This design comes from an exercise in tuning for small area on the open sky130 flow, not from production work. The RTL was checked by simulation tests, not by an equivalence proof against the original design. Power and IR drop assume default switching activity.

File: flow/run.sh
#!/bin/bash
# synth_recipe.tcl (not shown) runs the flow's synth.tcl, then flattens the netlist and writes it again
# the make line also repeats each setting of config.mk as NAME=value (left out here)
make -C /OpenROAD-flow-scripts/flow DESIGN_CONFIG=/design/flow/config.mk WORK_HOME=/design/flow/orfs CLKGATE_MAP_FILE= SYNTH_SCRIPT=/design/flow/synth_recipe.tcl finish
File: flow/config.mk
export PLATFORM = sky130hd
export DESIGN_NAME = sd_dump_top
export DESIGN_NICKNAME = sd_dump_top
export VERILOG_FILES = /design/flow/design.v
export SDC_FILE = /design/flow/constraint.sdc
export NUM_CORES = 4
export LEC_CHECK = 0
export CAP_MARGIN = 20
export CORE_MARGIN = 2
export CORE_UTILIZATION = 30
export PLACE_DENSITY = 0.35
export SLEW_MARGIN = 20
export SYNTH_MEMORY_MAX_BITS = 8192
File: flow/constraint.sdc
create_clock -name core_clock -period 10.0 [get_ports {clk}]
set_input_delay 2.0000 -clock core_clock [delete_from_list [all_inputs] [get_ports {clk}]]
set_output_delay 2.0000 -clock core_clock [all_outputs]
set_load 0.01 [all_outputs]
File: flow/design.v
package sd_test_pkg;
   typedef logic [7:0]  sd_byte_t;
   typedef logic [8:0]  sd_index_t;
   typedef logic [31:0] sd_addr_t;
   typedef logic [5:0]  sd_cmd_t;
   localparam sd_cmd_t CMD_GO_IDLE     = 6'd0;
   localparam sd_cmd_t CMD_SEND_OP     = 6'd1;
   localparam sd_cmd_t CMD_READ_BLOCK  = 6'd17;
   localparam sd_cmd_t CMD_WRITE_BLOCK = 6'd24;
   localparam sd_byte_t DATA_TOKEN = 8'hFE;
   typedef enum logic [3:0] {
      WAIT_INIT,
      SEND_BYTE,
      WAIT_UART,
      NEXT_BYTE,
      PATCH_BYTE,
      WRITE_BACK,
      WAIT_WRITE,
      RELOAD,
      WAIT_READ,
      STOP
   } seq_state_t;
endpackage
`timescale 1ns/100ps
module uart_tx #(
   parameter int CLKS_PER_BIT = 434
) (
   input  logic                 clk,
   input  logic                 reset,
   input  logic                 tx_valid,
   output logic                 tx_ready,
   input  sd_test_pkg::sd_byte_t tx_data,
   output logic                 txd
);
   localparam int CNT_W = $clog2(CLKS_PER_BIT);
   logic             busy;
   logic [CNT_W-1:0] clk_cnt;
   logic [3:0]       bit_cnt;
   logic [9:0]       frame;
   assign tx_ready = !busy;
   assign txd      = frame[0];
   always_ff @(posedge clk) begin
      if (reset) begin
         busy    <= 1'b0;
         clk_cnt <= '0;
         bit_cnt <= '0;
         frame   <= '1;
      end else if (!busy) begin
         if (tx_valid) begin
            frame   <= {1'b1, tx_data, 1'b0};
            busy    <= 1'b1;
            clk_cnt <= '0;
            bit_cnt <= '0;
         end
      end else if (clk_cnt == CNT_W'(CLKS_PER_BIT - 1)) begin
         clk_cnt <= '0;
         frame   <= {1'b1, frame[9:1]};
         bit_cnt <= bit_cnt + 4'd1;
         if (bit_cnt == 4'd9) begin
            busy <= 1'b0;
         end
      end else begin
         clk_cnt <= clk_cnt + CNT_W'(1);
      end
   end
endmodule
`timescale 1ns/100ps
module sector_buffer (
   input  logic                   clk,
   input  sd_test_pkg::sd_index_t a_index,
   input  sd_test_pkg::sd_byte_t  a_wdata,
   input  logic                   a_we,
   output sd_test_pkg::sd_byte_t  a_rdata,
   input  sd_test_pkg::sd_index_t b_index,
   input  sd_test_pkg::sd_byte_t  b_wdata,
   input  logic                   b_we,
   output sd_test_pkg::sd_byte_t  b_rdata
);
   sd_test_pkg::sd_byte_t mem [0:511];
   always_ff @(posedge clk) begin
      if (a_we) begin
         mem[a_index] <= a_wdata;
      end
      if (b_we) begin
         mem[b_index] <= b_wdata;
      end
      a_rdata <= mem[a_index];
      b_rdata <= mem[b_index];
   end
endmodule
`timescale 1ns/100ps
module sd_spi_ctrl #(
   parameter int                    SPI_DIV = 64,
   parameter sd_test_pkg::sd_addr_t SECTOR  = '0
) (
   input  logic                   clk,
   input  logic                   reset,
   input  logic                   cmd_valid,
   input  logic                   cmd_write,
   output logic                   cmd_ready,
   output logic                   sd_error,
   input  sd_test_pkg::sd_index_t buf_index,
   input  sd_test_pkg::sd_byte_t  buf_wdata,
   input  logic                   buf_we,
   output sd_test_pkg::sd_byte_t  buf_rdata,
   output logic                   sd_cs,
   output logic                   sd_sclk,
   output logic                   sd_mosi,
   input  logic                   sd_miso
);
   localparam int DIV_W = $clog2(SPI_DIV + 1);
   typedef enum logic [3:0] {
      ST_POWER, ST_CMD, ST_RESP, ST_IDLE, ST_RTOKEN, ST_RDATA,
      ST_CRC, ST_WTOKEN, ST_WDATA, ST_WRESP, ST_WBUSY
   } ctrl_state_t;
   ctrl_state_t           state;
   logic [9:0]            cnt;
   sd_test_pkg::sd_cmd_t  cur_cmd;
   sd_test_pkg::sd_addr_t cmd_arg;
   sd_test_pkg::sd_byte_t cmd_byte, tx_byte, tx_sr, rx_sr, b_rdata;
   logic                  spi_busy, spi_done, sclk_q, launch, b_we;
   logic [DIV_W-1:0]      div_cnt;
   logic [2:0]            bit_cnt;
   assign cmd_ready = (state == ST_IDLE);
   assign sd_cs     = (state == ST_POWER) || (state == ST_IDLE);
   assign sd_sclk   = sclk_q;
   assign sd_mosi   = tx_sr[7];
   assign launch = (state != ST_IDLE) && !spi_busy && !spi_done;
   assign b_we = (state == ST_RDATA) && spi_done;
   assign cmd_arg = (cur_cmd == sd_test_pkg::CMD_READ_BLOCK ||
                     cur_cmd == sd_test_pkg::CMD_WRITE_BLOCK) ? {SECTOR[22:0], 9'd0} : '0;
   always_comb begin
      case (cnt[2:0])
         3'd0:    cmd_byte = {2'b01, cur_cmd};
         3'd1:    cmd_byte = cmd_arg[31:24];
         3'd2:    cmd_byte = cmd_arg[23:16];
         3'd3:    cmd_byte = cmd_arg[15:8];
         3'd4:    cmd_byte = cmd_arg[7:0];
         default: cmd_byte = 8'h95;
      endcase
   end
   always_comb begin
      case (state)
         ST_CMD:    tx_byte = cmd_byte;
         ST_WTOKEN: tx_byte = sd_test_pkg::DATA_TOKEN;
         ST_WDATA:  tx_byte = b_rdata;
         default:   tx_byte = 8'hFF;
      endcase
   end
   always_ff @(posedge clk) begin
      if (reset) begin
         spi_busy <= 1'b0;
         spi_done <= 1'b0;
         sclk_q   <= 1'b0;
         div_cnt  <= '0;
         bit_cnt  <= '0;
         tx_sr    <= '1;
      end else begin
         spi_done <= 1'b0;
         if (launch) begin
            tx_sr    <= tx_byte;
            spi_busy <= 1'b1;
            div_cnt  <= '0;
            bit_cnt  <= '0;
         end else if (spi_busy) begin
            if (div_cnt == DIV_W'(SPI_DIV - 1)) begin
               div_cnt <= '0;
               sclk_q  <= !sclk_q;
               if (sclk_q) begin
                  tx_sr   <= {tx_sr[6:0], 1'b1};
                  bit_cnt <= bit_cnt + 3'd1;
                  if (bit_cnt == 3'd7) begin
                     spi_busy <= 1'b0;
                     spi_done <= 1'b1;
                  end
               end
            end else begin
               div_cnt <= div_cnt + DIV_W'(1);
            end
         end
      end
   end
   always_ff @(posedge clk) begin
      if (spi_busy && !sclk_q && div_cnt == DIV_W'(SPI_DIV - 1)) begin
         rx_sr <= {rx_sr[6:0], sd_miso};
      end
   end
   always_ff @(posedge clk) begin
      if (reset) begin
         state    <= ST_POWER;
         cnt      <= '0;
         cur_cmd  <= sd_test_pkg::CMD_GO_IDLE;
         sd_error <= 1'b0;
      end else if (state == ST_IDLE) begin
         if (cmd_valid) begin
            cur_cmd <= cmd_write ? sd_test_pkg::CMD_WRITE_BLOCK : sd_test_pkg::CMD_READ_BLOCK;
            cnt     <= '0;
            state   <= ST_CMD;
         end
      end else if (launch && state == ST_WDATA) begin
         cnt <= cnt + 10'd1;
      end else if (spi_done) begin
         case (state)
            ST_POWER, ST_CMD, ST_RDATA, ST_CRC: begin
               cnt <= cnt + 10'd1;
               if (state == ST_POWER && cnt == 10'd9) begin
                  cnt   <= '0;
                  state <= ST_CMD;
               end else if (state == ST_CMD && cnt == 10'd5) begin
                  cnt   <= '0;
                  state <= ST_RESP;
               end else if (state == ST_RDATA && cnt == 10'd511) begin
                  cnt   <= '0;
                  state <= ST_CRC;
               end else if (state == ST_CRC && cnt == 10'd1) begin
                  cnt   <= '0;
                  state <= (cur_cmd == sd_test_pkg::CMD_WRITE_BLOCK) ? ST_WRESP : ST_IDLE;
               end
            end
            ST_RESP: begin
               if (rx_sr != 8'hFF) begin
                  case (cur_cmd)
                     sd_test_pkg::CMD_GO_IDLE: begin
                        if (rx_sr == 8'h01) begin
                           cur_cmd <= sd_test_pkg::CMD_SEND_OP;
                        end
                        state <= ST_CMD;
                     end
                     sd_test_pkg::CMD_SEND_OP: begin
                        if (rx_sr == 8'h00) begin
                           state <= ST_IDLE;
                        end else if (rx_sr == 8'h01) begin
                           state <= ST_CMD;
                        end else begin
                           sd_error <= 1'b1;
                           state    <= ST_IDLE;
                        end
                     end
                     default: begin
                        if (rx_sr != 8'h00) begin
                           sd_error <= 1'b1;
                           state    <= ST_IDLE;
                        end else if (cur_cmd == sd_test_pkg::CMD_READ_BLOCK) begin
                           state <= ST_RTOKEN;
                        end else begin
                           state <= ST_WTOKEN;
                        end
                     end
                  endcase
               end
            end
            ST_RTOKEN: begin
               if (rx_sr == sd_test_pkg::DATA_TOKEN) begin
                  state <= ST_RDATA;
               end else if (rx_sr != 8'hFF) begin
                  sd_error <= 1'b1;
                  state    <= ST_IDLE;
               end
            end
            ST_WTOKEN: state <= ST_WDATA;
            ST_WDATA: begin
               if (cnt == 10'd512) begin
                  cnt   <= '0;
                  state <= ST_CRC;
               end
            end
            ST_WRESP: begin
               if (rx_sr[4:0] == 5'b00101) begin
                  state <= ST_WBUSY;
               end else begin
                  sd_error <= 1'b1;
                  state    <= ST_IDLE;
               end
            end
            ST_WBUSY: begin
               if (rx_sr == 8'hFF) begin
                  state <= ST_IDLE;
               end
            end
            default: state <= ST_IDLE;
         endcase
      end
   end
   sector_buffer i_buf (
      .clk     (clk),
      .a_index (buf_index),
      .a_wdata (buf_wdata),
      .a_we    (buf_we && cmd_ready),
      .a_rdata (buf_rdata),
      .b_index (cnt[8:0]),
      .b_wdata (rx_sr),
      .b_we    (b_we),
      .b_rdata (b_rdata)
   );
endmodule
`timescale 1ns/100ps
module sector_sequencer #(
   parameter sd_test_pkg::sd_index_t TEST_INDEX = 9'h0FF,
   parameter sd_test_pkg::sd_byte_t  TEST_BYTE  = 8'hFF
) (
   input  logic                   clk,
   input  logic                   reset,
   output logic                   tx_valid,
   input  logic                   tx_ready,
   output sd_test_pkg::sd_byte_t  tx_data,
   output logic                   cmd_valid,
   output logic                   cmd_write,
   input  logic                   cmd_ready,
   output sd_test_pkg::sd_index_t buf_index,
   output sd_test_pkg::sd_byte_t  buf_wdata,
   output logic                   buf_we,
   input  sd_test_pkg::sd_byte_t  buf_rdata,
   output logic                   done
);
   sd_test_pkg::seq_state_t state, ret_state;
   assign tx_data   = buf_rdata;
   assign buf_wdata = TEST_BYTE;
   always_ff @(posedge clk) begin
      if (reset) begin
         state     <= sd_test_pkg::WAIT_INIT;
         ret_state <= sd_test_pkg::PATCH_BYTE;
         tx_valid  <= 1'b0;
         cmd_valid <= 1'b0;
         cmd_write <= 1'b0;
         buf_index <= '0;
         buf_we    <= 1'b0;
         done      <= 1'b0;
      end else begin
         buf_we <= 1'b0;
         case (state)
            sd_test_pkg::SEND_BYTE: begin
               tx_valid <= 1'b1;
               state    <= sd_test_pkg::WAIT_UART;
            end
            sd_test_pkg::WAIT_UART: begin
               if (tx_valid && tx_ready) begin
                  tx_valid <= 1'b0;
               end else if (!tx_valid && tx_ready) begin
                  state <= sd_test_pkg::NEXT_BYTE;
               end
            end
            sd_test_pkg::NEXT_BYTE: begin
               if (buf_index == 9'h1FF) begin
                  state <= ret_state;
                  done  <= (ret_state == sd_test_pkg::STOP);
               end else begin
                  buf_index <= buf_index + 9'd1;
                  state     <= sd_test_pkg::SEND_BYTE;
               end
            end
            sd_test_pkg::WAIT_INIT, sd_test_pkg::RELOAD: begin
               cmd_write <= 1'b0;
               if (cmd_valid && cmd_ready) begin
                  cmd_valid <= 1'b0;
                  state     <= sd_test_pkg::WAIT_READ;
               end else begin
                  cmd_valid <= 1'b1;
                  ret_state <= (state == sd_test_pkg::RELOAD) ?
                               sd_test_pkg::STOP : sd_test_pkg::PATCH_BYTE;
               end
            end
            sd_test_pkg::WAIT_READ: begin
               if (cmd_ready) begin
                  buf_index <= '0;
                  state     <= sd_test_pkg::SEND_BYTE;
               end
            end
            sd_test_pkg::PATCH_BYTE: begin
               buf_index <= TEST_INDEX;
               buf_we    <= 1'b1;
               state     <= sd_test_pkg::WRITE_BACK;
            end
            sd_test_pkg::WRITE_BACK: begin
               cmd_write <= 1'b1;
               if (cmd_valid && cmd_ready) begin
                  cmd_valid <= 1'b0;
                  state     <= sd_test_pkg::WAIT_WRITE;
               end else begin
                  cmd_valid <= 1'b1;
               end
            end
            sd_test_pkg::WAIT_WRITE: begin
               if (cmd_ready) begin
                  state <= sd_test_pkg::RELOAD;
               end
            end
            default: state <= sd_test_pkg::STOP;
         endcase
      end
   end
endmodule
`timescale 1ns/100ps
module sd_dump_top #(
   parameter int                     CLKS_PER_BIT = 4,
   parameter int                     SPI_DIV      = 2,
   parameter sd_test_pkg::sd_addr_t  SECTOR       = '0,
   parameter sd_test_pkg::sd_index_t TEST_INDEX   = 9'h0FF,
   parameter sd_test_pkg::sd_byte_t  TEST_BYTE    = 8'hFF
) (
   input  logic clk,
   input  logic reset,
   output logic uart_txd,
   output logic sd_cs,
   output logic sd_sclk,
   output logic sd_mosi,
   input  logic sd_miso,
   output logic done,
   output logic sd_error
);
   logic                   tx_valid, tx_ready, cmd_valid, cmd_write, cmd_ready, buf_we;
   sd_test_pkg::sd_byte_t  tx_data, buf_wdata, buf_rdata;
   sd_test_pkg::sd_index_t buf_index;
   sector_sequencer #(
      .TEST_INDEX (TEST_INDEX),
      .TEST_BYTE  (TEST_BYTE)
   ) i_seq (
      .clk       (clk),
      .reset     (reset),
      .tx_valid  (tx_valid),
      .tx_ready  (tx_ready),
      .tx_data   (tx_data),
      .cmd_valid (cmd_valid),
      .cmd_write (cmd_write),
      .cmd_ready (cmd_ready),
      .buf_index (buf_index),
      .buf_wdata (buf_wdata),
      .buf_we    (buf_we),
      .buf_rdata (buf_rdata),
      .done      (done)
   );
   uart_tx #(
      .CLKS_PER_BIT (CLKS_PER_BIT)
   ) i_uart (
      .clk      (clk),
      .reset    (reset),
      .tx_valid (tx_valid),
      .tx_ready (tx_ready),
      .tx_data  (tx_data),
      .txd      (uart_txd)
   );
   sd_spi_ctrl #(
      .SPI_DIV (SPI_DIV),
      .SECTOR  (SECTOR)
   ) i_sd (
      .clk       (clk),
      .reset     (reset),
      .cmd_valid (cmd_valid),
      .cmd_write (cmd_write),
      .cmd_ready (cmd_ready),
      .sd_error  (sd_error),
      .buf_index (buf_index),
      .buf_wdata (buf_wdata),
      .buf_we    (buf_we),
      .buf_rdata (buf_rdata),
      .sd_cs     (sd_cs),
      .sd_sclk   (sd_sclk),
      .sd_mosi   (sd_mosi),
      .sd_miso   (sd_miso)
   );
endmodule
==> impl_results.md <==
* Status: no timing/DRC/antenna violations
* Max-cap violations at 0
* Commonest non-fill, non-tap cell in the layout: edfxtp_1
* DIE AREA at 660000 µm²
* Post-synth cell types at 78
* Final hold violation count at 0
* Post-CTS sizing at 0
* Post-CTS Repair Setup Buffers at 0
* Setup crit end kind: flip-flop
* Initial antenna violation count at 119
* Clock Tree Root: clkbuf_16
* Final Cycle Share at 60.6%
* Initial Utilization at 30.1%
* First-pass GRT wire length at 1170000 µm
* Cell Area, Synth at 196000 µm²
* CP max FO at 45
* Clock transition at the registers of the reported paths at 60 ps
* Sequential fraction of the synthesis area at 63.8%
* CP max-delay cell: dfxtp_4
* Worst-skew pair later-pin latency at 1120 ps
* Minimum clock period at 6060 ps
* DP HPWL at 590000 µm
* Number of remaining DRC errors at 0
* Hold Buf Count CTS at 0
* Largest net degree at the start of global routing at 164
* I/O pins at 9
* Clock Skews at 49.0 ps
* Htree depth at 6
* Synth top area share at 62.9%
* Remaining global-route overflow at 0
* Nets at 10097
* Vias in the first global route at 115197
* FF+latch count, synth at 4190
* WL/cell at 46.7 µm
* Fraction of layout cells with a size suffix above 1 at 36.0%
* GRT Total Usage at 26.7%
* Worst Path Class, Setup: flip-flop to flip-flop
* Vias at 113526
* Most common cell on crit path: buf_4
* Clock buffer depth at 4
* Max VDD drop at 0.187 mV
* Post-synthesis net count at 9846
* FMAX at 165 MHz
* Top FF cell, synth: edfxtp_1
* TritonRoute pass-1 iters at 5
* Leak Pwr at 76.4 nW
* Routability Congestion at 0.856
* Rel. slew slack at 18.4%
* Ys Warns at 4
* Post-synth EDFFs at 4104
* Sink Count at 4190
* CP arrival at 6990 ps
* CP max stage delay at 910 ps
* Worst EP required at 10930 ps
* Core area at 650000 µm²
* Initial DRC Count at 14844
* Die Span Y at 812 µm
* Vias per std cell at 5.92
* Mean post-synth cell area at 19.9 µm²
* Final TNS setup at 0 ps
* Slew of the pin with the lowest slew margin at 1210 ps
* Largest cells by area after synthesis: edfxtp_1 (63%), mux4_2 (27%), mux2i_1 (1.5%), nor2_1 (1.2%), dfxtp_1 (0.88%)
* Final max-slew violation count at 0
* Critical Path Start Type: flip-flop
* RSZ-0062 raised after global routing: no
* Final setup fails at 0
* I/O Buffers at 8
* Min-delay worst type: flip-flop to flip-flop
* Final wirelength at 896000 µm
* Post-Syn Instances at 9832
* Synth async-reset ratio at 0%
* Area leader, netlist: edfxtp_1
* FP Rows at 296
* Fin util at 34.6%
* Pwr Density at 172 nW/µm²
* Die X at 812 µm
* Crit path cell chain: buf_12, buf_4, buf_4, mux4_2, mux4_2, a22o_1, a211oi_1, a211oi_1, buf_4, nor4_1, a31oi_1
* ANT nets after route at 0
* Area grow syn2layout at 14.7%
* CTS buffer count at 529
* R2R setup slack at 3940 ps
* Commonest non-fill, non-tap cells in the layout: edfxtp_1 (4104), mux4_2 (2308), clkbuf_16 (549)
* CTS tree: built
-- Yosys cell counts (24+ instances only) --
cell type  count
o221ai_1      27
o21ai_0      101
a22o_1        28
mux4_2      2308
nor3_1        61
dfxtp_1       86
mux2_2        24
buf_1         57
nor2_1       637
clkbuf_1     328
nor2b_1       30
mux2i_1      295
edfxtp_1    4104
a22oi_1      114
nand3_1       92
buf_6         43
o22ai_1       28
buf_4        136
buf_2        252
a31oi_1       48
a32oi_1       36
a21oi_1      172
a221oi_1      49
a211oi_1      48
nand2b_1      35
nand2_1      413
-- critical path: cells and delay by family (launching register included) --
| kind | cells | cell delay [ps] |
|---|---|---|
| compound gates | 4 | 1210 |
| mux | 2 | 910 |
| simple gates | 1 | 810 |
| flops | 1 | 910 |
| buf+inv | 4 | 1900 |
-- routing by layer --
metal	vias up	share of wire, %	global-route usage [%]
li1	43137	-	-
met1	64052	42	36.8
met2	5206	47	42.6
met3	1105	7.0	4.97
met4	26	3.9	9.15
met5	-	0.024	0
-- path summary, 6_finish.rpt --
check / to / depth (start not counted) / start
max: i_sd.i_buf.a_rdata[3] / 11 / i_seq.buf_index[1]
min: i_uart.frame[0] / 2 / i_uart.frame[0]
max reg2reg: i_sd.i_buf.a_rdata[3] / 11 / i_seq.buf_index[1]
min reg2reg: i_uart.frame[0] / 2 / i_uart.frame[0]
-- area by class of cell --
class	count	area, µm²
tap	8642	10800
clock buffer	665	14200
timing repair buffer	536	4760
inverter	19	101
sequential	4190	125000
antenna	52	130
fill	60940	426000
multi-input combinational	4807	67500
clock inverter	274	2180
-- sequential cells by signal, indices dropped and copies added (netlist names), 2 cells and up --
register and count:
i_sd.bit_cnt 3, i_sd.cnt 10, i_sd.cur_cmd 3, i_sd.div_cnt 2, i_sd.i_buf.a_rdata 8, i_sd.i_buf.b_rdata 8, i_sd.i_buf.mem 4096, i_sd.rx_sr 8
i_sd.state 4, i_sd.tx_sr 8, i_seq.buf_index 9, i_seq.ret_state 2, i_seq.state 4, i_uart.bit_cnt 4, i_uart.clk_cnt 2, i_uart.frame 9
-- where the power goes --
group / switching (mW) / internal (mW)
registers: 0.0600 / 19.0
clock network: 7.87 / 10.7
logic: 0.605 / 0.371
total: 8.53 / 30.1
-- logic make-up (layout without fill, tap and decap cells) --
group	after synthesis	count (layout)	share of synthesized area, %
AOI/OAI and AO/OA	790	790	2.79
xor gates and xnor gates	6	6	0.0268
adders and majority gates	11	11	0.0702
buffers and inverters	835	1494	2.19
DFF	4190	4190	63.8
muxes	2627	2627	28.2
other	0	52	0
and+or+nand+nor	1373	1373	2.98
-- per-stage QoR --
| step | hold slack (ps) | total power, mW | instances | setup WS (ps) | area (µm²) |
|---|---|---|---|---|---|
| finish | 463 | 38.6 | 19185 | 3940 | 225000 |
| global route | 504 | 39.7 | 19138 | 3800 | 225000 |
| global placement | 446 | 20.4 | 18170 | 3820 | 208000 |
| CTS | 467 | 39.0 | 19125 | 4010 | 224000 |
| detailed placement | 454 | 20.4 | 18186 | 4030 | 208000 |
| floorplan | 436 | 20.1 | 9832 | 898 | 196000 |

-- port drivers added, routing unchanged --
The results above use ideal ports. As a check the final layout listed here was re-extracted and re-timed, cells and wires unchanged.
Step 1 (the two cells are an assumption about what drives the block):
set clk [get_ports {clk}]
set_driving_cell -lib_cell sky130_fd_sc_hd__clkbuf_16 $clk
set_driving_cell -lib_cell sky130_fd_sc_hd__buf_2 [delete_from_list [all_inputs] $clk]
Step 2 also shifts input and output timing later by t, the mid clock arrival at the registers, as if the neighbouring blocks saw the same clock.
Slacks: no drivers / after step 1 / after step 2; pairs: no drivers / after step 1.
t (ns): 1.241
setup WS [ns]: 3.945 / 3.945 / 3.945
worst setup path after step 2: register to register
latest minus earliest clock arrival (ns): 0.052 / 0.052
After both steps setup and hold are still met in this run. The setup slack of this run moves by 0.000 ns with the drivers and by 0.000 ns with both steps.
